Background: an optimization exercise with open tools, aiming at small area. Do not read the settings as production practice.
Function was checked by simulation only, so behaviour that the tests miss may differ from the original.

[run.sh]
#!/bin/bash
# synth_recipe.tcl (not shown) runs the flow's synth.tcl, then flattens the netlist and writes it again
# the make line also repeats each setting of config.mk as NAME=value (left out here)
make -C /OpenROAD-flow-scripts/flow DESIGN_CONFIG=/design/flow/config.mk WORK_HOME=/design/flow/orfs CLKGATE_MAP_FILE= SYNTH_SCRIPT=/design/flow/synth_recipe.tcl finish
[config.mk]
export PLATFORM = sky130hd
export DESIGN_NAME = shared_fifo_bank_top
export DESIGN_NICKNAME = shared_fifo_bank_top
export VERILOG_FILES = /design/flow/design.v
export SDC_FILE = /design/flow/constraint.sdc
export NUM_CORES = 4
export LEC_CHECK = 0
export CAP_MARGIN = 20
export CORE_MARGIN = 2
export CORE_UTILIZATION = 40
export SLEW_MARGIN = 20
[constraint.sdc]
create_clock -name core_clock -period 10.0 [get_ports {clk}]
set_input_delay 2.0000 -clock core_clock [delete_from_list [all_inputs] [get_ports {clk}]]
set_output_delay 2.0000 -clock core_clock [all_outputs]
set_load 0.01 [all_outputs]
[design.v]
package shared_fifo_bank_pkg;
  function automatic integer ptr_width(input integer total_depth);
    ptr_width = (total_depth > 1) ? $clog2(total_depth) : 1;
  endfunction
  function automatic integer cnt_width(input integer total_depth);
    cnt_width = $clog2(total_depth + 1);
  endfunction
endpackage
module shared_fifo_bank
#(
  parameter int NUM_FLOWS    = 16,
  parameter int TOTAL_DEPTH  = 64,
  parameter int MAX_PER_FLOW = 8,
  parameter int DATA_WIDTH   = 8,
  localparam int IDX_WIDTH = $clog2(NUM_FLOWS + 1),
  localparam int SEL_WIDTH = $clog2(NUM_FLOWS),
  localparam int PTR_WIDTH = shared_fifo_bank_pkg::ptr_width(TOTAL_DEPTH),
  localparam int CNT_WIDTH = shared_fifo_bank_pkg::cnt_width(TOTAL_DEPTH)
) (
  input  logic                  clk,
  input  logic                  reset,
  input  logic                  i__push_valid,
  input  logic [IDX_WIDTH-1:0]  i__push_flow_id,
  input  logic [DATA_WIDTH-1:0] i__push_data,
  output logic                  o__push_ready,
  input  logic                  i__reinsert_valid,
  input  logic [DATA_WIDTH-1:0] i__reinsert_data,
  input  logic [IDX_WIDTH-1:0]  i__pop_flow_id,
  input  logic                  i__pop,
  output logic                  o__pop_valid,
  output logic [DATA_WIDTH-1:0] o__pop_data,
  output logic [CNT_WIDTH-1:0]  o__pop_flow_count,
  output logic [CNT_WIDTH-1:0]  o__free_count,
  output logic                  o__overflow
);
  logic [CNT_WIDTH-1:0]  bnd  [NUM_FLOWS+1];
  logic [DATA_WIDTH-1:0] slot [TOTAL_DEPTH];
  logic                  overflow_q;
  logic [SEL_WIDTH-1:0]  pop_sel, push_sel, enq_sel;
  logic                  pop_in_range, push_in_range;
  logic [CNT_WIDTH-1:0]  p_lo, p_hi, q_lo, q_hi, cnt_p, cnt_q, total;
  logic                  full;
  logic                  do_pop, do_push, reinsert_ok, enq;
  logic [PTR_WIDTH-1:0]  a_pos, b_pos, end_pos, x_pos, y_pos;
  logic                  wrap;
  logic [DATA_WIDTH-1:0] enq_data;
  assign pop_sel       = i__pop_flow_id[SEL_WIDTH-1:0];
  assign push_sel      = i__push_flow_id[SEL_WIDTH-1:0];
  assign pop_in_range  = (i__pop_flow_id < IDX_WIDTH'(NUM_FLOWS));
  assign push_in_range = (i__push_flow_id < IDX_WIDTH'(NUM_FLOWS));
  assign p_lo  = bnd[pop_sel];
  assign p_hi  = bnd[{1'b0, pop_sel} + 1'b1];
  assign q_lo  = bnd[push_sel];
  assign q_hi  = bnd[{1'b0, push_sel} + 1'b1];
  assign cnt_p = p_hi - p_lo;
  assign cnt_q = q_hi - q_lo;
  assign total = bnd[NUM_FLOWS] - bnd[0];
  assign full  = (total == CNT_WIDTH'(TOTAL_DEPTH));
  assign o__pop_valid      = pop_in_range && (cnt_p != '0);
  assign o__pop_data       = o__pop_valid ? slot[a_pos] : '0;
  assign o__pop_flow_count = pop_in_range ? cnt_p : '0;
  assign o__free_count     = CNT_WIDTH'(TOTAL_DEPTH) - total;
  assign o__overflow       = overflow_q;
  assign o__push_ready = !i__reinsert_valid && push_in_range &&
                         (cnt_q < CNT_WIDTH'(MAX_PER_FLOW)) && !full;
  assign do_pop      = i__pop && o__pop_valid;
  assign do_push     = i__push_valid && o__push_ready;
  assign reinsert_ok = i__reinsert_valid && pop_in_range && (!full || do_pop);
  assign enq         = reinsert_ok || do_push;
  assign enq_sel     = i__reinsert_valid ? pop_sel : push_sel;
  assign enq_data    = i__reinsert_valid ? i__reinsert_data : i__push_data;
  assign a_pos   = p_lo[PTR_WIDTH-1:0];
  assign b_pos   = i__reinsert_valid ? p_hi[PTR_WIDTH-1:0] : q_hi[PTR_WIDTH-1:0];
  assign end_pos = bnd[NUM_FLOWS][PTR_WIDTH-1:0];
  assign x_pos   = enq ? b_pos : end_pos;
  assign y_pos   = do_pop ? a_pos : end_pos;
  assign wrap    = (x_pos > y_pos);
  for (genvar i = 0; i < TOTAL_DEPTH; i++) begin : g_slot
    logic shift_in, load_new, keep;
    assign shift_in = (PTR_WIDTH'(i) > x_pos) ^ (PTR_WIDTH'(i) > y_pos) ^ wrap;
    assign load_new = enq && (b_pos == PTR_WIDTH'(i));
    assign keep     = !(shift_in || load_new);
    always_ff @(posedge clk) begin
      slot[i] <= ({DATA_WIDTH{keep}}     & slot[i]) |
                 ({DATA_WIDTH{load_new}} & enq_data) |
                 ({DATA_WIDTH{shift_in}} & slot[(i + TOTAL_DEPTH - 1) % TOTAL_DEPTH]);
    end
  end
  logic both_narrow;
  assign both_narrow = do_pop && enq && (enq_sel < pop_sel);
  for (genvar g = 0; g <= NUM_FLOWS; g++) begin : g_bnd
    logic pop_mv, enq_mv, mv;
    assign pop_mv = do_pop && (g <= pop_sel);
    assign enq_mv = enq && (g > enq_sel);
    assign mv     = both_narrow ? (pop_mv && enq_mv) : (pop_mv || enq_mv);
    always_ff @(posedge clk or negedge reset) begin
      if (!reset) bnd[g] <= '0;
      else if (mv) bnd[g] <= bnd[g] + 1'b1;
    end
  end
  always_ff @(posedge clk or negedge reset) begin
    if (!reset) overflow_q <= 1'b0;
    else if (i__reinsert_valid && !reinsert_ok) overflow_q <= 1'b1;
  end
endmodule
module shared_fifo_bank_top (
  input  logic       clk,
  input  logic       reset,
  input  logic       i__push_valid,
  input  logic [4:0] i__push_flow_id,
  input  logic [7:0] i__push_data,
  output logic       o__push_ready,
  input  logic       i__reinsert_valid,
  input  logic [7:0] i__reinsert_data,
  input  logic [4:0] i__pop_flow_id,
  input  logic       i__pop,
  output logic       o__pop_valid,
  output logic [7:0] o__pop_data,
  output logic [6:0] o__pop_flow_count,
  output logic [6:0] o__free_count,
  output logic       o__overflow
);
  shared_fifo_bank #(
    .NUM_FLOWS   (16),
    .TOTAL_DEPTH (64),
    .MAX_PER_FLOW(8),
    .DATA_WIDTH  (8)
  ) u_bank (
    .clk              (clk),
    .reset            (reset),
    .i__push_valid    (i__push_valid),
    .i__push_flow_id  (i__push_flow_id),
    .i__push_data     (i__push_data),
    .o__push_ready    (o__push_ready),
    .i__reinsert_valid(i__reinsert_valid),
    .i__reinsert_data (i__reinsert_data),
    .i__pop_flow_id   (i__pop_flow_id),
    .i__pop           (i__pop),
    .o__pop_valid     (o__pop_valid),
    .o__pop_data      (o__pop_data),
    .o__pop_flow_count(o__pop_flow_count),
    .o__free_count    (o__free_count),
    .o__overflow      (o__overflow)
  );
endmodule
==> out/qor.yml, run 1 <==
syn_avg_cell_area_um2: 8.748
via_per_inst: 7.798
ant_nets: 0
finalHoldViolCount: 0
placed_area_um2: 41970
grt_antenna_before_repair: 48
holdPathStages: 1
synth_area_leaders: "dfxtp_1 26%, a221o_1 13%, dfrtp_1 7.7%, nor2_1 6.9%, mux2i_1 3.7%"
rsz0062_at_grt: "no"
synth_most_common_cell: "nor2_1"
drt_iter0_drc: 9261
met2_usage_pct: 74.10
io_buffers: 55
drive_above_1_share_pct: 13.36
tightest_slew_ps: 1289
routabilityCongestion: 1.187
ys_seq_area_share_pct: 34.04
wl_per_cell_um: 47.66
grt_use_met3_pct: 29.44
cts-root-buf: "clkbuf_16"
synthFlopType: "dfxtp_1"
clkSlewWorstSetupHoldPaths_ps: 60
arrival_ps: 8130
synth_area_leader_cell: "dfxtp_1"
grt_first_pass_wirelength_mm: 375.9
critPathCaptureType: "output pin"
crit_path_start_kind: "input pin"
async_flop_share_pct: 18.99
yosysUniqueCellTypes: 108
synth_top_area_share_pct: 26.32
netlist_area_um2: 38940
yosysWarnings: 3
slowest_delay_ps: 1230
die_h_um: 316
vias: 46150
worstRegToRegCells: 27
clk_path_buf_depth: 3
crit_fanout: 30
cpLargestDelayFamily: "simple AND/OR/NAND/NOR gates"
top_usage_layer: "met2"
cp_num_cells: 18
dp_hpwl_mm: 218.3
ios: 56
synth.net_count: 4528
numCtsBuffers: 76
whs_ps: 473.6
cts_tree: "yes"
cts_hold_buf: 0
grt_max_degree: 67
drc_errors: 0
finalCritPeriodShare_pct: 101.3
grt_overflow: 0
cp.required_ps: 8000
finalSetupViolCount: 1
area_growth_pct: 14.91
routed_wl_mm: 282.1
path_class: "in -> out"
synth-edff-count: 0
synth-seq-cells: 632
core_area_um2: 96570
fin_skew_ps: 45.92
fin_nets: 4611
cts_setup_buffers: 0
first_pass_iters: 12
clock_latency_ps: 720
die-area_um2: 99860
max_freq_mhz: 98.73
num-fill-cells: 9411
rows: 114
hold_path.class: "reg -> reg"
finalSetupTns_ps: -128.6
checkFailReasons: "setup timing"
use_met1_pct: 62.92
slew_headroom_pct: 13.56
slew_violations: 0
status: "finished with violations"
cts_resized: 0
clkSinkCount: 632
start_util_pct: 40.32
worst_path_max_delay_cell: "nor2_1"
syn_inst: 4451
fin_ws_ps: -128.6
critical_path.cell_chain: "buf_2 -> buf_12 -> buf_12 -> nand3b_1 -> a21oi_1 -> nor4_1 -> a21oi_1 -> clkinv_1 -> buf_4 -> nand3_1 -> nor2_1 -> a222oi_1 -> buf_4 -> nand4_1 -> nor4_1 -> buf_4 -> a21oi_1 -> clkdlybuf4s50_1"
critPathBufInv: 8
fin_crit_ps: 10130
final_cell_area_um2: 44740
grt_usage_pct: 55.38
htree_num_levels: 3
cap_viol_max_count: 0
die_w_um: 316
synth_commonest_cells: "713 x nor2_1, 518 x a221o_1, 512 x dfxtp_1"
grt_pass1_vias: 39980
worst reg2reg max path: stages, from the launching register on:
cell and delay, ps:
dfrtp_1 810, inv_1 300, a221oi_1 500, nor4_1 150, a21oi_1 270, clkinv_1 160, ha_1 360, o21ai_0 140
a21o_1 200, a311oi_1 360, nand3_1 150, or2_2 350, o31ai_4 660, a21oi_4 120, nor2_2 160, buf_4 180
o21ai_0 100, ha_1 320, nand3_1 160, o21ai_0 400, o21ai_4 270, buf_12 260, buf_4 190, xnor2_1 470
buf_4 230, nand2_1 50, mux2i_1 550, a221o_1 250
kinds of logic after synthesis:
logic type | Yosys count | synth area share (%)
buffers and inverters | 385 | 4.222
muxes | 207 | 5.614
and+or+nand+nor | 1564 | 19.10
AOI/OAI and AO/OA | 1425 | 30.68
xor gates and xnor gates | 192 | 4.833
DFF | 632 | 34.04
adders and majority gates | 46 | 1.517
placed cells by master (no fill, tap or decap), drive strengths merged, types with 120 or more instances in the layout:
cell type and count:
nand2 224, dfxtp 512, a22oi 175, nor2 714
xnor2 130, buf 272, a21oi 132, dfrtp 120
o21ai 129, a221o 518, mux2i 155
area by class of cell:
cell class	instances	area [um^2]	area share, %
Multi-Input combinational cell	3434	24320	54.35
Sequential cell	632	13250	29.62
Timing Repair Buffer	319	2615	5.845
Clock buffer	114	2278	5.092
Tap cell	1276	1597	3.568
Clock inverter	25	297.8	0.6655
Inverter	71	266.5	0.5956
Antenna cell	47	117.6	0.2629
state kept, by name, indices dropped and copies added (netlist names):
signal,flops
u_bank.overflow_q,1
u_bank.slot,512
u_bank.bnd,119
stage by stage:
stage	util, %	setup slack (ps)	std cells
global route	46.24	237.8	5881
global placement	43.44	353.8	5727
finish	46.33	-128.6	5918
detailed placement	43.46	391.7	5728
floorplan	-	182.1	4451
CTS	46.13	507.9	5867
final timing paths:
path | start | slack [ps] | endpoint
worst max-delay path | i__pop_flow_id[2] | -130 | o__pop_data[2]
worst min-delay path | u_bank.bnd[16][4]$_DFFE_PN0P_ | 470 | u_bank.bnd[16][4]$_DFFE_PN0P_
worst max register to register | u_bank.bnd[8][3]$_DFFE_PN0P_ | 1820 | u_bank.slot[45][6]$_DFF_P_
worst min register to register | u_bank.bnd[16][4]$_DFFE_PN0P_ | 470 | u_bank.bnd[16][4]$_DFFE_PN0P_
max in group asynchronous | reset | 7250 | u_bank.bnd[16][6]$_DFFE_PN0P_
min in group asynchronous | reset | 1350 | u_bank.bnd[11][1]$_DFFE_PN0P_
metal layers:
metal,up-vias,wire length [um]
met5,-,635
met4,32,32100
met3,1484,42610
met2,4661,108900
met1,22380,97890
li1,17590,-
==> run 2, diff against run 1 <==
--- a/design.v
+++ b/design.v
@@ -35,4 +35,7 @@
 );
-  logic [CNT_WIDTH-1:0]  bnd  [NUM_FLOWS+1];
+  logic [PTR_WIDTH-1:0]  bnd  [NUM_FLOWS+1];
   logic [DATA_WIDTH-1:0] slot [TOTAL_DEPTH];
+  logic                  full_q;      
+  logic                  mono_q;      
+  logic [SEL_WIDTH-1:0]  mono_id;
   logic                  overflow_q;
@@ -40,4 +43,4 @@
   logic                  pop_in_range, push_in_range;
-  logic [CNT_WIDTH-1:0]  p_lo, p_hi, q_lo, q_hi, cnt_p, cnt_q, total;
-  logic                  full;
+  logic [PTR_WIDTH-1:0]  p_lo, p_hi, q_lo, q_hi, dif_p, dif_q, dif_total;
+  logic                  big_p;
   logic                  do_pop, do_push, reinsert_ok, enq;
@@ -50,20 +53,26 @@
   assign push_in_range = (i__push_flow_id < IDX_WIDTH'(NUM_FLOWS));
-  assign p_lo  = bnd[pop_sel];
-  assign p_hi  = bnd[{1'b0, pop_sel} + 1'b1];
-  assign q_lo  = bnd[push_sel];
-  assign q_hi  = bnd[{1'b0, push_sel} + 1'b1];
-  assign cnt_p = p_hi - p_lo;
-  assign cnt_q = q_hi - q_lo;
-  assign total = bnd[NUM_FLOWS] - bnd[0];
-  assign full  = (total == CNT_WIDTH'(TOTAL_DEPTH));
-  assign o__pop_valid      = pop_in_range && (cnt_p != '0);
+  logic [PTR_WIDTH-1:0] p_grp [5];
+  logic [PTR_WIDTH-1:0] q_grp [5];
+  for (genvar k = 0; k < 5; k++) begin : g_grp
+    assign p_grp[k] = bnd[4 * pop_sel[3:2] + k];
+    assign q_grp[k] = bnd[4 * push_sel[3:2] + k];
+  end
+  assign p_lo = p_grp[pop_sel[1:0]];
+  assign p_hi = p_grp[pop_sel[1:0] + 3'd1];
+  assign q_lo = q_grp[push_sel[1:0]];
+  assign q_hi = q_grp[push_sel[1:0] + 3'd1];
+  assign dif_p     = p_hi - p_lo;
+  assign dif_q     = q_hi - q_lo;
+  assign dif_total = bnd[NUM_FLOWS] - bnd[0];
+  assign big_p     = mono_q && (mono_id == pop_sel);
+  assign o__pop_valid      = pop_in_range && ((dif_p != '0) || big_p);
   assign o__pop_data       = o__pop_valid ? slot[a_pos] : '0;
-  assign o__pop_flow_count = pop_in_range ? cnt_p : '0;
-  assign o__free_count     = CNT_WIDTH'(TOTAL_DEPTH) - total;
+  assign o__pop_flow_count = pop_in_range ? {big_p, dif_p} : '0;
+  assign o__free_count     = {!full_q && (dif_total == '0), PTR_WIDTH'(-dif_total)};
   assign o__overflow       = overflow_q;
   assign o__push_ready = !i__reinsert_valid && push_in_range &&
-                         (cnt_q < CNT_WIDTH'(MAX_PER_FLOW)) && !full;
+                         (dif_q < PTR_WIDTH'(MAX_PER_FLOW)) && !full_q;
   assign do_pop      = i__pop && o__pop_valid;
   assign do_push     = i__push_valid && o__push_ready;
-  assign reinsert_ok = i__reinsert_valid && pop_in_range && (!full || do_pop);
+  assign reinsert_ok = i__reinsert_valid && pop_in_range && (!full_q || do_pop);
   assign enq         = reinsert_ok || do_push;
@@ -71,5 +80,5 @@
   assign enq_data    = i__reinsert_valid ? i__reinsert_data : i__push_data;
-  assign a_pos   = p_lo[PTR_WIDTH-1:0];
-  assign b_pos   = i__reinsert_valid ? p_hi[PTR_WIDTH-1:0] : q_hi[PTR_WIDTH-1:0];
-  assign end_pos = bnd[NUM_FLOWS][PTR_WIDTH-1:0];
+  assign a_pos   = p_lo;
+  assign b_pos   = i__reinsert_valid ? p_hi : q_hi;
+  assign end_pos = bnd[NUM_FLOWS];
   assign x_pos   = enq ? b_pos : end_pos;
@@ -101,4 +110,21 @@
   always_ff @(posedge clk or negedge reset) begin
-    if (!reset) overflow_q <= 1'b0;
-    else if (i__reinsert_valid && !reinsert_ok) overflow_q <= 1'b1;
+    if (!reset) begin
+      full_q     <= 1'b0;
+      mono_q     <= 1'b0;
+      overflow_q <= 1'b0;
+    end else begin
+      if (full_q) begin
+        if (do_pop && !enq) begin
+          full_q <= 1'b0;
+          mono_q <= 1'b0;
+        end
+      end else if (enq && !do_pop && (dif_total == PTR_WIDTH'(TOTAL_DEPTH - 1))) begin
+        full_q <= 1'b1;
+        mono_q <= reinsert_ok && (dif_p == PTR_WIDTH'(TOTAL_DEPTH - 1));
+      end
+      if (i__reinsert_valid && !reinsert_ok) overflow_q <= 1'b1;
+    end
+  end
+  always_ff @(posedge clk) begin
+    if (!mono_q) mono_id <= pop_sel;
   end
--- a/config.mk
+++ b/config.mk
@@ -7,5 +7,8 @@
 export LEC_CHECK = 0
-export CAP_MARGIN = 20
+export CAP_MARGIN = 10
 export CORE_MARGIN = 2
-export CORE_UTILIZATION = 40
-export SLEW_MARGIN = 20
+export CORE_UTILIZATION = 65
+export CTS_CLUSTER_DIAMETER = 200
+export CTS_CLUSTER_SIZE = 40
+export SETUP_SLACK_MARGIN = 1.0
+export SLEW_MARGIN = 10
==> out/qor.yml, run 2 <==
ys_seq_area_share_pct: 37.85  # was 34.04%
netlist_area_um2: 34340  # was 38940 um^2
synth_area_leader_cell: "dfxtp_1"  # unchanged
firstError: "[ERROR GRT-0116] Global routing finished with congestion. Check the congestion regions in the DRC Viewer."
synth_most_common_cell: "nor2_1"  # unchanged
rows: 84  # was 114
haltStage: "global routing (5_1_grt)"
clkSinkCount: 621  # was 632
numCtsBuffers: 19  # was 76
start_util_pct: 65.48  # was 40.32%
synthFlopType: "dfxtp_1"  # unchanged
grt_max_degree: 84
yosysWarnings: 5  # was 3
die_w_um: 233.9  # was 316 um
synth-edff-count: 4  # was 0
io_buffers: 55  # unchanged
synth_top_area_share_pct: 29.85  # was 26.32%
grt_pass1_vias: 36400
grt_usage_pct: 70.45
synth.net_count: 3555  # was 4528
yosysUniqueCellTypes: 106  # was 108
grt_first_pass_wirelength_mm: 275.3
synth-seq-cells: 621  # was 632
grt_overflow: 14
synth_commonest_cells: "574 x nor2_1, 513 x a221o_1, 512 x dfxtp_1"  # was 713 x nor2_1, 518 x a221o_1, 512 x dfxtp_1
routabilityCongestion: 1.392  # was 1.187
status: "stopped before the end"  # was finished with violations
cts_hold_buf: 0  # unchanged
cts_setup_buffers: 0  # unchanged
cts-root-buf: "clkbuf_16"  # unchanged
clk_path_buf_depth: 3  # unchanged
syn_avg_cell_area_um2: 9.868  # was 8.748 um^2
placed_area_um2: 36220  # was 41970 um^2
synth_area_leaders: "dfxtp_1 30%, a221o_1 15%, dfrtp_1 7.7%, nor2_1 6.3%, mux4_2 5.4%"  # was dfxtp_1 26%, a221o_1 13%, dfrtp_1 7.7%, nor2_1 6.9%, mux2i_1 3.7%
syn_inst: 3480  # was 4451
dp_hpwl_mm: 135.8  # was 218.3 mm
htree_num_levels: 1  # was 3
die_h_um: 233.9  # was 316 um
ios: 56  # unchanged
async_flop_share_pct: 16.91  # was 18.99%
==> run 2: metal layers <==
layer | GRT usage, % | overflow
met4 | 63.86 | 5
met1 | 74.34 | 0
met5 | 29.64 | 2
met3 | 54.75 | 2
met2 | 85.13 | 5
==> run 2: metrics by stage <==
stage | cells | setup slack [ps]
2_1_floorplan | 3480 | 963.5
3_3_place_gp | 4197 | 402.6
3_5_place_dp | 4197 | 23.15
4_1_cts | 4223 | 964.9
==> run 2: worst max-delay path by stage <==
stage	from	end	slack, ps	cells after the start
after global placement	i__pop_flow_id[2]	u_bank.slot[43][7]$_DFF_P_	400	25
after floorplan	i__pop_flow_id[2]	u_bank.slot[43][0]$_DFF_P_	960	31
after detailed placement	i__pop_flow_id[3]	u_bank.slot[43][7]$_DFF_P_	20	25
after CTS	i__pop_flow_id[2]	o__pop_data[0]	960	17
==> run 2: kinds of logic after synthesis <==
| family | Yosys count | synth area share, % |
|---|---|---|
| flip-flops | 621 | 37.85 |
| buffers and inverters | 210 | 2.612 |
| AND/OR/NAND/NOR | 1088 | 14.38 |
| adder cells (fa/ha/maj) | 44 | 1.647 |
| multiplexers | 148 | 7.484 |
| XOR/XNOR | 214 | 6.562 |
| AO/OA/AOI/OAI | 1155 | 29.47 |
==> run 2: timing repair <==
item / 4_1_cts
setup endpoints to repair: 58
gates resized for setup: 22
gates cloned: 1
==> run 3, diff against run 2 <==
--- a/config.mk
+++ b/config.mk
@@ -9,5 +9,5 @@
 export CORE_MARGIN = 2
-export CORE_UTILIZATION = 65
-export CTS_CLUSTER_DIAMETER = 200
-export CTS_CLUSTER_SIZE = 40
+export CORE_UTILIZATION = 50
+export CTS_CLUSTER_DIAMETER = 120
+export CTS_CLUSTER_SIZE = 24
 export SETUP_SLACK_MARGIN = 1.0
==> out/qor.yml, run 3 <==
synth_most_common_cell: "nor2_1"  # unchanged
syn_avg_cell_area_um2: 9.868  # unchanged
finalSetupTns_ps: 0
grt_usage_pct: 55.64
finalSetupViolCount: 0
drive_above_1_share_pct: 14.92
rsz0062_at_grt: "no"
first_pass_iters: 10
regMostFlops: "u_bank.slot"
dpl.cell_count: 4434  # was 4197
grt_first_pass_wirelength_mm: 273.0
vias: 37020
die_h_um: 266.1  # was 233.9 um
final_common_cell: "nor2_1"
rows: 96  # was 84
core_area_um2: 68350
routabilityCongestion: 1.190  # was 1.392
crit_fanout: 11
dp_hpwl_mm: 157.4  # was 135.8 mm
grt_antenna_before_repair: 33
status: "no timing/DRC/antenna violations"  # was stopped before the end
cts_hold_buf: 0  # unchanged
ys_seq_area_share_pct: 37.85  # unchanged
ant_nets: 0
clkSinkCount: 621  # unchanged
grt_pass1_vias: 32960
synth-edff-count: 4  # unchanged
grt_max_degree: 64
cts_setup_buffers: 0  # unchanged
synth_top_area_share_pct: 29.85  # unchanged
netlist_area_um2: 34340  # unchanged
critical_path.cell_chain: "clkdlybuf4s50_1 -> inv_1 -> mux4_2 -> buf_4 -> inv_1 -> nand2_1 -> inv_1 -> nand2_1 -> nor2_1 -> buf_4 -> a22oi_1 -> nand4_1 -> nor4_1 -> a21oi_1 -> clkdlybuf4s50_1"
worst_path_max_delay_cell: "clkdlybuf4s50_1"
largest_registers: "u_bank.slot: 512 flops, u_bank.bnd: 102 flops, u_bank.mono_id: 4 flops"
largest_reg_flops: 512
crit_path_start_kind: "input pin"
io_buffers: 55  # unchanged
hold_path.class: "reg -> reg"
numCtsBuffers: 31  # was 19
die-area_um2: 70800
grt_overflow: 0
drc_errors: 0
yosysUniqueCellTypes: 106  # unchanged
cp.required_ps: 8000
placed_area_um2: 36870  # was 36220 um^2
ios: 56  # unchanged
slowest_delay_ps: 670
max_freq_mhz: 109.0
final_cell_area_um2: 37960
async_flop_share_pct: 16.91  # unchanged
via_per_inst: 8.223
critPathBufInv: 7
slew_headroom_pct: 1.895
fin_crit_ps: 9171
clk_path_buf_depth: 3  # unchanged
final_cell_mix: "560 x nor2_1, 513 x a221o_1, 512 x dfxtp_1, 177 x buf_4, 175 x nand2_1"
num-fill-cells: 5908
critPathCaptureType: "output pin"
synth-seq-cells: 621  # unchanged
arrival_ps: 7170
synth_commonest_cells: "574 x nor2_1, 513 x a221o_1, 512 x dfxtp_1"  # unchanged
slew_violations: 0
finalHoldViolCount: 0
cts-root-buf: "clkbuf_16"  # unchanged
finalCritPeriodShare_pct: 91.71
die_w_um: 266.1  # was 233.9 um
synth_area_leaders: "dfxtp_1 30%, a221o_1 15%, dfrtp_1 7.7%, nor2_1 6.3%, mux4_2 5.4%"  # unchanged
path_class: "in -> out"
synth_area_leader_cell: "dfxtp_1"  # unchanged
clock_latency_ps: 690
routed_wl_mm: 202.9
tightest_slew_ps: 1466
start_util_pct: 50.25  # was 65.48%
htree_num_levels: 1  # unchanged
fin_skew_ps: 43.39
drt_iter0_drc: 8422
syn_inst: 3480  # unchanged
yosysWarnings: 5  # unchanged
crit_path_frequent_cell: "inv_1"
area_growth_pct: 10.53
cpLargestDelayFamily: "buffers and inverters"
cap_viol_max_count: 0
synth.net_count: 3555  # unchanged
wl_per_cell_um: 45.06
cts_tree: "yes"
fin_nets: 3663
clkSlewWorstSetupHoldPaths_ps: 90
synthFlopType: "dfxtp_1"  # unchanged
fin_cells: 4502
==> run 3: worst paths after layout <==
kind | startpoint | end | slack [ps] | cells past startpoint
setup / recovery | i__pop_flow_id[1] | o__pop_data[7] | 830 | 15
hold reg to reg | u_bank.bnd[9][5]$_DFFE_PN0P_ | u_bank.bnd[9][5]$_DFFE_PN0P_ | 490 | 1
min in group asynchronous | reset | u_bank.bnd[12][2]$_DFFE_PN0P_ | 1320 | 1
setup reg to reg | u_bank.bnd[14][0]$_DFFE_PN0P_ | u_bank.slot[26][3]$_DFF_P_ | 2450 | 25
max in group asynchronous | reset | u_bank.bnd[2][4]$_DFFE_PN0P_ | 7530 | 2
hold / removal | u_bank.bnd[9][5]$_DFFE_PN0P_ | u_bank.bnd[9][5]$_DFFE_PN0P_ | 490 | 1
==> run 3: cells by family (layout without fill, tap and decap cells) <==
kind of cell               Yosys count  after routing  synth area share (%)
DFF                                621            621                 37.85
xor gates and xnor gates           214            214                 6.562
buffers and inverters              210            329                 2.612
muxes                              148            148                 7.484
and+or+nand+nor                   1088           1088                 14.38
other                                0             21                     0
AOI/OAI and AO/OA                 1155           1155                 29.47
adders and majority gates           44             44                 1.647
==> run 3: stage by stage <==
stage	utilization (%)	hold WS [ps]	worst slack [ps]
5_1_grt	55.47	515.1	1010
6_report	55.54	492.1	829.3
3_5_place_dp	53.94	475.0	296.4
4_1_cts	55.27	491.6	981.4
2_1_floorplan	-	452.5	963.5
3_3_place_gp	53.94	472.9	437.3
==> run 3: area by class of cell <==
cell class	instances	area, um^2	share of cell area (%)
Multi-Input combinational cell	2649	20840	54.89
Sequential cell	621	13000	34.24
Timing Repair Buffer	237	1924	5.070
Tap cell	882	1104	2.907
Clock buffer	38	802.0	2.113
Inverter	48	182.7	0.4812
Clock inverter	6	58.81	0.1549
Antenna cell	21	52.55	0.1384
==> run 3: timing repair <==
| item | CTS | global route |
|---|---|---|
| gates resized for setup | 11 | 26 |
| pin swaps | 0 | 1 |
| endpoints found under the setup margin | 22 | 352 |
==> run 3: layer usage <==
metal,global-route usage [%],share of wire (%)
met5,3.604,0.22
met4,42.65,11
met3,28.72,18
met2,75.02,38
met1,66.15,34
==> run 4, diff against run 3 <==
--- a/config.mk
+++ b/config.mk
@@ -9,6 +9,6 @@
 export CORE_MARGIN = 2
-export CORE_UTILIZATION = 50
+export CORE_UTILIZATION = 45
 export CTS_CLUSTER_DIAMETER = 120
 export CTS_CLUSTER_SIZE = 24
-export SETUP_SLACK_MARGIN = 1.0
+export SETUP_SLACK_MARGIN = 0.7
 export SLEW_MARGIN = 10
==> out/qor.yml, run 4 <==
tightest_slew_ps: 1429  # was 1466 ps
synth_most_common_cell: "nor2_1"  # unchanged
routed_wl_mm: 209.9  # was 202.9 mm
ios: 56  # unchanged
largest_registers: "u_bank.slot: 512 flops, u_bank.bnd: 102 flops, u_bank.mono_id: 4 flops"  # unchanged
numCtsBuffers: 31  # unchanged
grt_max_degree: 82  # was 64
num-fill-cells: 6888  # was 5908
crit_fanout: 25  # was 11
wl_per_cell_um: 45.63  # was 45.06 um
drc_errors: 0  # unchanged
clkSinkCount: 621  # unchanged
die_w_um: 280.3  # was 266.1 um
synth-seq-cells: 621  # unchanged
crit_path_start: "i__pop_flow_id[3]"  # was i__pop_flow_id[1]
final_cell_mix: "568 x nor2_1, 513 x a221o_1, 512 x dfxtp_1, 187 x buf_4, 176 x nand2_1"  # was 560 x nor2_1, 513 x a221o_1, 512 x dfxtp_1, 177 x buf_4, 175 x nand2_1
syn_inst: 3480  # unchanged
arrival_ps: 7350  # was 7170 ps
drive_above_1_share_pct: 14.40  # was 14.92%
ant_nets: 0  # unchanged
final_cell_area_um2: 37990  # was 37960 um^2
synth_top_area_share_pct: 29.85  # unchanged
worst_r2r_endpoint: "u_bank.slot[54][4]$_DFF_P_"  # was u_bank.slot[26][3]$_DFF_P_
finalSetupTns_ps: 0  # unchanged
grt_first_pass_wirelength_mm: 283.5  # was 273.0 mm
vias: 36960  # was 37020
status: "no timing/DRC/antenna violations"  # unchanged
cts-root-buf: "clkbuf_16"  # unchanged
grt_pass1_vias: 33420  # was 32960
rows: 101  # was 96
r2r_setup_slack_ps: 2380  # was 2450 ps
core_area_um2: 75700  # was 68350 um^2
placed_area_um2: 37000  # was 36870 um^2
finalSetupViolCount: 0  # unchanged
rsz0062_at_grt: "no"  # unchanged
drt_iter0_drc: 7011  # was 8422
routabilityCongestion: 1.229  # was 1.190
die_h_um: 280.3  # was 266.1 um
die-area_um2: 78540  # was 70800 um^2
regMostFlops: "u_bank.slot"  # unchanged
rr_startpoint: "u_bank.bnd[16][1]$_DFFE_PN0P_"  # was u_bank.bnd[14][0]$_DFFE_PN0P_
area_growth_pct: 10.63  # was 10.53%
endpoint: "o__pop_data[1]"  # was o__pop_data[7]
cap_viol_max_count: 0  # unchanged
synth_commonest_cells: "574 x nor2_1, 513 x a221o_1, 512 x dfxtp_1"  # unchanged
synth_area_leader_cell: "dfxtp_1"  # unchanged
clk_path_buf_depth: 3  # unchanged
grt_overflow: 0  # unchanged
final_common_cell: "nor2_1"  # unchanged
io_buffers: 55  # unchanged
cts_hold_buf: 0  # unchanged
start_util_pct: 45.37  # was 50.25%
synth-edff-count: 4  # unchanged
grt_antenna_before_repair: 38  # was 33
ys_seq_area_share_pct: 37.85  # unchanged
max_freq_mhz: 106.9  # was 109.0 MHz
crit_path_start_kind: "input pin"  # unchanged
clock_latency_ps: 730  # was 690 ps
async_flop_share_pct: 16.91  # unchanged
path_class: "in -> out"  # unchanged
synthFlopType: "dfxtp_1"  # unchanged
slew_violations: 0  # unchanged
ff_latch_area_um2: 13000  # unchanged
dp_hpwl_mm: 163.3  # was 157.4 mm
cts_setup_buffers: 0  # unchanged
largest_reg_flops: 512  # unchanged
fin_nets: 3669  # was 3663
cts_tree: "yes"  # unchanged
first_pass_iters: 11  # was 10
worstRegToRegCells: 23  # was 25
slew_headroom_pct: 4.619  # was 1.895%
finalHoldViolCount: 0  # unchanged
fin_skew_ps: 60.55  # was 43.39 ps
critPathCaptureType: "output pin"  # unchanged
via_per_inst: 8.033  # was 8.223
clkSlewWorstSetupHoldPaths_ps: 100  # was 90 ps
grt_usage_pct: 52.19  # was 55.64%
netlist_area_um2: 34340  # unchanged
yosysWarnings: 5  # unchanged
htree_num_levels: 1  # unchanged
multi_input_area_um2: 20680  # was 20840 um^2
fin_crit_ps: 9352  # was 9171 ps
finalCritPeriodShare_pct: 93.52  # was 91.71%
synth_area_leaders: "dfxtp_1 30%, a221o_1 15%, dfrtp_1 7.7%, nor2_1 6.3%, mux4_2 5.4%"  # unchanged
hold_path.class: "reg -> reg"  # unchanged
synth.net_count: 3555  # unchanged
cp.required_ps: 8000  # about the same
yosysUniqueCellTypes: 106  # unchanged
syn_avg_cell_area_um2: 9.868  # unchanged
## run 4: kinds of logic (layout without fill, tap and decap cells)
| group | Yosys count | in the layout | synth area share (%) |
|---|---|---|---|
| AOI/OAI and AO/OA | 1155 | 1155 | 29.47 |
| and+or+nand+nor | 1088 | 1088 | 14.38 |
| DFF | 621 | 621 | 37.85 |
| xor gates and xnor gates | 214 | 214 | 6.562 |
| buffers and inverters | 210 | 333 | 2.612 |
| muxes | 148 | 148 | 7.484 |
| adders and majority gates | 44 | 44 | 1.647 |
| other | 0 | 20 | 0 |
## run 4: worst min path at each step
| stage | cells past startpoint | end | startpoint |
|---|---|---|---|
| after floorplan | 1 | u_bank.bnd[9][5]$_DFFE_PN0P_ | u_bank.bnd[9][5]$_DFFE_PN0P_ |
| after global placement | 1 | u_bank.bnd[7][5]$_DFFE_PN0P_ | u_bank.bnd[7][5]$_DFFE_PN0P_ |
| after detailed placement | 1 | u_bank.bnd[15][5]$_DFFE_PN0P_ | u_bank.bnd[15][5]$_DFFE_PN0P_ |
| after CTS | 1 | u_bank.bnd[15][5]$_DFFE_PN0P_ | u_bank.bnd[15][5]$_DFFE_PN0P_ |
| after global routing | 1 | u_bank.overflow_q$_DFFE_PN0P_ | u_bank.overflow_q$_DFFE_PN0P_ |
| final | 1 | u_bank.bnd[11][5]$_DFFE_PN0P_ | u_bank.bnd[11][5]$_DFFE_PN0P_ |
## run 4: stage by stage
stage | worst slack [ps] | instances | hold slack (ps) | util, %
3_3_place_gp | 407.4 | 4539 | 472.1 | 48.88
2_1_floorplan | 709.2 | 3480 | 452.5 | -
6_report | 647.9 | 4601 | 503.1 | 50.19
4_1_cts | 792.3 | 4581 | 502.6 | 50.07
3_5_place_dp | 249.0 | 4539 | 484.2 | 48.88
5_1_grt | 722.3 | 4586 | 522.6 | 50.14
## run 4: worst max-delay path, stage by stage
cell and delay (ps):
buf_2 520, buf_4 310, mux4_2 230, mux2i_1 70
mux2i_1 300, inv_1 240, buf_4 230, nor2_1 400
nand2_1 370, nor2_1 980, a22oi_1 370, nand3_1 190
a2111oi_0 100, buf_4 190, a21oi_1 200, clkdlybuf4s50_1 640
## run 4: cell type report
type	instances	area share (%)
repair buffers	243	5.177
flip-flops and latches	621	34.21
clock buffers	37	2.157
diodes	20	0.1317
clock inverters	5	0.1910
multi-input cells	2649	54.43
inverters	48	0.4808
well taps	978	3.221
## run 4: routing by layer
| layer | up-vias | GRT usage (%) | routed length [um] | part of all wire [%] |
|---|---|---|---|---|
| met5 | - | 1.063 | 471 | 0.22 |
| li1 | 14170 | - | - | - |
| met2 | 3667 | 70.27 | 80470 | 38 |
| met4 | 38 | 41.70 | 21750 | 10 |
| met3 | 1081 | 25.13 | 33790 | 16 |
| met1 | 18000 | 62.69 | 73440 | 35 |
## run 4: timing repair
item                                    4_1_cts  5_1_grt
hold endpoints to repair                      0        0
endpoints found under the setup margin        2       94
gates resized for setup                       2        8
==> run 5, diff against run 4 <==
--- a/config.mk
+++ b/config.mk
@@ -9,3 +9,3 @@
 export CORE_MARGIN = 2
-export CORE_UTILIZATION = 45
+export CORE_UTILIZATION = 40
 export CTS_CLUSTER_DIAMETER = 120
==> out/qor.yml, run 5 <==
path_class: "in -> out"  # unchanged
grt_antenna_before_repair: 24  # was 38
clk_path_buf_depth: 3  # unchanged
grt_first_pass_wirelength_mm: 293.6  # was 283.5 mm
numCtsBuffers: 36  # was 31
routabilityCongestion: 1.130  # was 1.229
die-area_um2: 88210  # was 78540 um^2
endpoint: "o__pop_data[4]"  # was o__pop_data[1]
ios: 56  # unchanged
wl_per_cell_um: 46.07  # was 45.63 um
largest_reg_flops: 512  # unchanged
finalCritPeriodShare_pct: 93.16  # was 93.52%
synth-seq-cells: 621  # unchanged
synth_top_area_share_pct: 29.85  # unchanged
final_cell_mix: "564 x nor2_1, 513 x a221o_1, 512 x dfxtp_1, 218 x buf_4, 175 x nand2_1"  # was 568 x nor2_1, 513 x a221o_1, 512 x dfxtp_1, 187 x buf_4, 176 x nand2_1
slew_headroom_pct: 0.01781  # was 4.619%
critPathCaptureType: "output pin"  # unchanged
grt_pass1_vias: 31090  # was 33420
core_area_um2: 85150  # was 75700 um^2
vias: 35890  # was 36960
checkFailReasons: "capacitance limit"
ys_seq_area_share_pct: 37.85  # unchanged
fin_nets: 3705  # was 3669
cap_viol_max_count: 1  # was 0
routed.top_layer: "met5"  # unchanged
async_flop_share_pct: 16.91  # unchanged
wl_met3_mm: 30.43  # was 33.79 mm
r2r_setup_slack_ps: 2420  # was 2380 ps
synthSimpleGateAreaFrac_pct: 14.38  # unchanged
io_buffers: 55  # unchanged
finalSetupTns_ps: 0  # unchanged
clkSinkCount: 621  # unchanged
drt_iter0_drc: 6645  # was 7011
synth-edff-count: 4  # unchanged
fin_crit_ps: 9316  # was 9352 ps
slew_violations: 0  # unchanged
finalHoldViolCount: 0  # unchanged
htree_num_levels: 2  # was 1
netlist_area_um2: 34340  # unchanged
worst_r2r_endpoint: "u_bank.slot[18][7]$_DFF_P_"  # was u_bank.slot[54][4]$_DFF_P_
yosysWarnings: 5  # unchanged
synth_commonest_cells: "574 x nor2_1, 513 x a221o_1, 512 x dfxtp_1"  # unchanged
met2_length_mm: 86.31  # was 80.47 mm
clkSlewWorstSetupHoldPaths_ps: 110  # was 100 ps
hold_path.class: "reg -> reg"  # unchanged
rr_startpoint: "u_bank.bnd[0][0]$_DFFE_PN0P_"  # was u_bank.bnd[16][1]$_DFFE_PN0P_
synth.net_count: 3555  # unchanged
finalSetupViolCount: 0  # unchanged
grt_usage_pct: 48.68  # was 52.19%
arrival_ps: 7320  # was 7350 ps
grt_max_degree: 69  # was 82
syn_avg_cell_area_um2: 9.868  # unchanged
synthFlopType: "dfxtp_1"  # unchanged
area_growth_pct: 12.64  # was 10.63%
synth_area_leader_cell: "dfxtp_1"  # unchanged
whs_ps: 492.8  # was 503.1 ps
rsz0062_at_grt: "no"  # unchanged
fin_skew_ps: 55.90  # was 60.55 ps
drive_above_1_share_pct: 15.56  # was 14.40%
die_h_um: 297.0  # was 280.3 um
rows: 107  # was 101
synth_top_family_by_area: "compound AO/OA/AOI/OAI gates"  # unchanged
routed_wl_mm: 221.2  # was 209.9 mm
drc_errors: 0  # unchanged
tightest_slew_ps: 1494  # was 1429 ps
synth_compound_area_share_pct: 29.47  # unchanged
synth_most_common_cell: "nor2_1"  # unchanged
clock_latency_ps: 650  # was 730 ps
synth_area_leaders: "dfxtp_1 30%, a221o_1 15%, dfrtp_1 7.7%, nor2_1 6.3%, mux4_2 5.4%"  # unchanged
dp_hpwl_mm: 174.9  # was 163.3 mm
ant_nets: 0  # unchanged
crit_fanout: 22  # was 25
regMostFlops: "u_bank.slot"  # unchanged
status: "finished with violations"  # was no timing/DRC/antenna violations
cts-root-buf: "clkbuf_16"  # unchanged
yosysUniqueCellTypes: 106  # unchanged
die_w_um: 297.0  # was 280.3 um
max_freq_mhz: 107.3  # was 106.9 MHz
crit_path_start: "i__pop_flow_id[3]"  # unchanged
cts_tree: "yes"  # unchanged
cp.required_ps: 8000  # about the same
largest_registers: "u_bank.slot: 512 flops, u_bank.bnd: 102 flops, u_bank.mono_id: 4 flops"  # unchanged
first_pass_iters: 9  # was 11
via_per_inst: 7.476  # was 8.033
final_common_cell: "nor2_1"  # unchanged
synthMuxAreaShare_pct: 7.484  # unchanged
synthXorXnorAreaFrac_pct: 6.562  # unchanged
wl_met1_mm: 85.30  # was 73.44 mm
num-fill-cells: 8267  # was 6888
worstRegToRegCells: 22  # was 23
crit_path_start_kind: "input pin"  # unchanged
grt_overflow: 0  # unchanged
start_util_pct: 40.33  # was 45.37%
syn_inst: 3480  # unchanged
synth_fa_ha_area_share_pct: 1.647  # unchanged
run 5: cell counts after synthesis:
Identical to the previous run, type by type.
run 5: metal layers:
layer | global-route usage, % | up-vias
met2 | 66.19 | 3077
met3 | 17.05 | 665
met4 | 32.66 | 18
met5 | 0.6494 | -
met1 | 64.43 | 17900
li1 | - | 14230
run 5: worst min-delay path by stage:
stage | start | slack [ps] | end | cells past startpoint
6_report | u_bank.bnd[9][5]$_DFFE_PN0P_ | 490 | u_bank.bnd[9][5]$_DFFE_PN0P_ | 1
5_1_grt | u_bank.bnd[10][5]$_DFFE_PN0P_ | 520 | u_bank.bnd[10][5]$_DFFE_PN0P_ | 1
4_1_cts | u_bank.bnd[9][5]$_DFFE_PN0P_ | 500 | u_bank.bnd[9][5]$_DFFE_PN0P_ | 1
3_5_place_dp | u_bank.bnd[7][5]$_DFFE_PN0P_ | 480 | u_bank.bnd[7][5]$_DFFE_PN0P_ | 1
3_3_place_gp | u_bank.bnd[14][5]$_DFFE_PN0P_ | 480 | u_bank.bnd[14][5]$_DFFE_PN0P_ | 1
2_1_floorplan | u_bank.bnd[9][5]$_DFFE_PN0P_ | 450 | u_bank.bnd[9][5]$_DFFE_PN0P_ | 1
run 5: layout make-up:
cell class	instances	area (um^2)	share of cell area [%]
clock buffers	41	919.6	2.377
well taps	1144	1431	3.700
diodes	13	32.53	0.08410
inverters	48	182.7	0.4722
multi-input cells	2649	20750	53.64
flip-flops and latches	621	13000	33.60
repair buffers	274	2200	5.686
clock inverters	11	171.4	0.4431
run 5: cell families after synthesis:
kind of cell	count (synthesis)
DFF	621
xor gates and xnor gates	214
adders and majority gates	44
buffers and inverters	210
and+or+nand+nor	1088
AOI/OAI and AO/OA	1155
muxes	148
run 5: through the flow:
stage / util [%] / area, um^2 / cells / setup WS [ps]
final: 45.43 / 38680 / 4801 / 684.5
after CTS: 45.27 / 38550 / 4786 / 704.6
after detailed placement: 43.98 / 37440 / 4734 / 325.1
after global placement: 43.97 / 37440 / 4734 / 343.4
after global routing: 45.39 / 38650 / 4788 / 696.7
after floorplan: - / 34350 / 3480 / 709.2
run 5: critical path, cell delays in order:
cell and delay (ps):
buf_2 450, buf_4 260, buf_4 230, mux4_2 330, mux4_2 590, inv_1 180
buf_4 310, or3_1 340, nor2_1 160, buf_4 200, a22oi_1 910, nand3_1 140
nor4_1 370, buf_4 200, a21oi_1 90, clkdlybuf4s50_1 530
run 5: what timing repair did:
item	4_1_cts	5_1_grt
endpoints found under the setup margin	7	295
resized for setup	4	15
pin swaps	0	1
hold buffers	0	0
setup buffers	0	2

==> port drivers added, routing unchanged <==
How much do the figures lean on ideal ports? The routed layouts below were timed once more, with nothing changed but the port constraints. Step 1 (the two cells are an assumption about what drives the block):
set clk [get_ports {clk}]
set_driving_cell -lib_cell sky130_fd_sc_hd__clkbuf_16 $clk
set_driving_cell -lib_cell sky130_fd_sc_hd__buf_2 [delete_from_list [all_inputs] $clk]
Step 2 moves the port delays by t, midway between the first and last clock arrival at a register: inputs arrive t later, outputs are due t later. That takes back most of the time a late clock gives input paths. Slacks: ideal / step 1 / step 2; pairs: ideal / step 1.
| run | t (ns) | setup WS [ns] | slew at the worst register clock pin (ns) |
|---|---|---|---|
| run 1 | 0.773 | -0.129 / -0.149 / -0.149 | 0.07 / 0.07 |
| run 3 | 0.731 | 0.829 / 0.802 / 0.543 | 0.11 / 0.11 |
| run 4 | 0.778 | 0.648 / 0.593 / 0.411 | 0.12 / 0.12 |
| run 5 | 0.694 | 0.684 / 0.650 / 0.557 | 0.11 / 0.11 |
The setup slack of run 3, which loses most, moves by -0.027 ns with the drivers and by -0.286 ns with both steps.
